Source: an optimization exercise on an open RTL-to-GDS flow (aim: small area, a short achievable clock period and few clock cycles per item). Production flows keep margins and buffers that such runs may drop. Where RTL was checked, it was by simulation tests only, not by an equivalence proof against the original. Power and IR drop assume default switching activity.

// word_tokenizer_fnv1a_hasher_top
module word_tokenizer_fnv1a_hasher_top #(
  parameter int unsigned LENGTH_WIDTH = wtok_pkg::LENGTH_WIDTH_DEF
) (
  input  logic   clk,
  input  logic   rst,
  input  logic   byte_valid,
  output logic   byte_ready,
  input  wtok_pkg::byte_t  byte_data,
  output logic   token_valid,
  input  logic   token_ready,
  output wtok_pkg::token_t token_data
);
For scale: roughly 670 cells after synthesis, ~6400 sq um of cells after synthesis.
clock: 6.5 ns
lec_check: 0
cap_margin: 20
core_margin: 2
core_utilization: 40
cts_buf_list: sky130_fd_sc_hd__clkbuf_8
cts_cluster_size: 20
setup_slack_margin: 2.3
slew_margin: 20
standard.sh (not shown) runs the stock make flow with config.mk's settings and CLKGATE_MAP_FILE= SYNTH_SCRIPT=/design/flow/synth_recipe.tcl, a recipe that flattens the netlist after the stock synthesis.
==> flow/flow/run.sh <==
#!/bin/bash
# Layout flow: the standard flow, with two changes between its steps.
#  1. After the standard synthesis, flow/fapol.py re-chooses the polarity of
#     each full adder cell (a full adder is self-dual) to drop the inverters
#     that Yosys's adder extraction leaves between them, and turns an xor2
#     with one inverted input into an xnor2 (or back). Registers and all
#     other cells are untouched.
#  2. Ports are buffered with sky130_fd_sc_hd__buf_1 instead of the
#     flow's default buffer cell (every port still gets its own buffer).
# Each tool's output goes to a log file of its own in this folder.
set -euo pipefail
R=orfs/results/sky130hd/word_tokenizer_fnv1a_hasher_top/base
bash standard.sh synth > 1_standard_synth.log 2>&1
cp $R/1_2_yosys.v 1_2_yosys.standard.v
python3 flow/fapol.py 1_2_yosys.standard.v $R/1_2_yosys.v > 2_fapol.log 2>&1
touch $R/1_2_yosys.v
bash standard.sh BUFFER_PORTS_ARGS="-buffer_cell sky130_fd_sc_hd__buf_1" finish > 3_standard_finish.log 2>&1
Other scripts of this flow, unchanged in this note and not shown: flow/flow/fapol.py
Testbench counts at the start, summed over its fixed seeds: cycles 24,016, bytes 24,000.
Edit:
- SETUP_SLACK_MARGIN: 2.3 -> 2.5
What happened: Clock-buffer cell count is unchanged; total power came out higher by 4.0%; utilization came out higher by 0.98 points; sequential share of layout area came out lower by 0.13 points; area after synthesis is unchanged; maximum frequency came out higher by 4.0%; combinational power came out higher by about 7%; synthesized cell count stays the same; sequential power came out lower by about 1%; first-iteration DRC count came out lower by 12%.


Another version of the RTL of word_tokenizer_fnv1a_hasher_top (not shown whole).
Size: ~680 cells after synthesis, ~65 I/O pins.
export LEC_CHECK = 0
export CAP_MARGIN = 20
export CORE_MARGIN = 2
export CORE_UTILIZATION = 40
export SLEW_MARGIN = 20
create_clock -name core_clock -period 6.5 [get_ports {clk}]
run.sh (not shown) runs the stock make flow with config.mk's settings and CLKGATE_MAP_FILE= SYNTH_SCRIPT=/design/flow/synth_recipe.tcl, a recipe that flattens the netlist after the stock synthesis.
Stock flow here: none of the scripts above is used.
The starting point finished clean.
Next try:
--- a/flow/config.mk
+++ b/flow/config.mk
@@ -10,0 +11 @@
+export SETUP_SLACK_MARGIN = 1.5
After rerunning: The changed run completed without violations. Die area stays the same. Sequential power hardly moves. Final area rose by 0.66%. Area after synthesis is unchanged. Clock-buffer cell count stays the same. Fmax is higher by 13%.
No run of this note included a check of the RTL's function; only the layout flow was run.


Another version of the RTL of word_tokenizer_fnv1a_hasher_top (not shown whole).
Size in the first run: about 690 cells after synthesis, about 65 I/O pins.
export LEC_CHECK = 0
export CAP_MARGIN = 20
export CORE_MARGIN = 2
export CORE_UTILIZATION = 40
export SETUP_SLACK_MARGIN = 2.5
export SLEW_MARGIN = 20
create_clock -name core_clock -period 6.5 [get_ports {clk}]
standard.sh (not shown) runs the stock make flow with config.mk's settings and CLKGATE_MAP_FILE= SYNTH_SCRIPT=/design/flow/synth_recipe.tcl, a recipe that flattens the netlist after the stock synthesis.
==> flow/flow/run.sh <==
#!/bin/bash
# Layout flow: the standard flow, with two changes between its steps.
#  1. After the standard synthesis, flow/fapol.py re-chooses the polarity of
#     each full adder cell (a full adder is self-dual) to drop the inverters
#     that Yosys's adder extraction leaves between them. Registers and all
#     other cells are untouched.
#  2. Ports are buffered with sky130_fd_sc_hd__buf_2 instead of the
#     flow's default buffer cell (every port still gets its own buffer).
# Each tool's output goes to a log file of its own in this folder.
set -euo pipefail
R=orfs/results/sky130hd/word_tokenizer_fnv1a_hasher_top/base
bash standard.sh synth > 1_standard_synth.log 2>&1
cp $R/1_2_yosys.v 1_2_yosys.standard.v
python3 flow/fapol.py 1_2_yosys.standard.v $R/1_2_yosys.v > 2_fapol.log 2>&1
touch $R/1_2_yosys.v
bash standard.sh BUFFER_PORTS_ARGS="-buffer_cell sky130_fd_sc_hd__buf_1" finish > 3_standard_finish.log 2>&1
Other scripts of this flow, unchanged in this note and not shown: flow/flow/fapol.py
Testbench counts at the start, summed over its fixed seeds: cycles 24,016, bytes 24,000.
Rerun with:
--- a/flow/flow/run.sh
+++ b/flow/flow/run.sh
@@ -16 +16 @@
-bash standard.sh BUFFER_PORTS_ARGS="-buffer_cell sky130_fd_sc_hd__buf_1" finish > 3_standard_finish.log 2>&1
+bash standard.sh BUFFER_PORTS_ARGS="-buffer_cell sky130_fd_sc_hd__buf_2" finish > 3_standard_finish.log 2>&1
--- a/flow/config.mk
+++ b/flow/config.mk
@@ -11 +11 @@
-export SETUP_SLACK_MARGIN = 2.5
+export SETUP_SLACK_MARGIN = 3.0
After rerunning:
- core utilization increases by 3.0 points
- wire length came out higher by 5.9%
- critical path depth came out higher by 1
- setup slack improved by 62 ps
- power goes up by 11%
- design area climbs by 6.4%
- maximum frequency rose by 1.6%
- die area is unchanged
- global-route usage rose by 0.57 points
- sequential cell count does not change

separate check: timing with driven ports:
The results above use ideal ports. As a check the final layouts listed here were re-extracted and re-timed, cells and wires unchanged. Step 1 (the two cells are an assumption about what drives the block):
set clk [get_ports {clk}]
set_driving_cell -lib_cell sky130_fd_sc_hd__clkbuf_16 $clk
set_driving_cell -lib_cell sky130_fd_sc_hd__buf_2 [delete_from_list [all_inputs] $clk]
Step 2 also shifts input and output timing later by t, the mid clock arrival at the registers, as if the neighbouring blocks saw the same clock. Slacks: no drivers / after step 1 / after step 2; pairs: no drivers / after step 1.
run | t (ns) | slack for setup (ns) | worst setup path after step 2 | latest minus earliest clock arrival (ns)
the first run of note 1 | 0.401 | 2.469 / 2.469 / 2.469 | register to register | 0.012 / 0.012
the second run of note 1 | 0.397 | 2.624 / 2.624 / 2.577 | input to register | 0.011 / 0.011
the first run of note 2 | 0.383 | 1.182 / 1.182 / 1.182 | register to register | 0.007 / 0.007
the second run of note 2 | 0.381 | 1.798 / 1.798 / 1.798 | register to register | 0.006 / 0.007
the first run of note 3 | 0.385 | 2.599 / 2.599 / 2.599 | register to register | 0.010 / 0.010
the second run of note 3 | 0.395 | 2.661 / 2.661 / 2.661 | register to register | 0.014 / 0.015
After both steps every run listed still meets setup and hold. For the second run of note 1, which loses most, drivers alone change the setup slack by 0.000 ns; drivers and shift together by -0.047 ns.
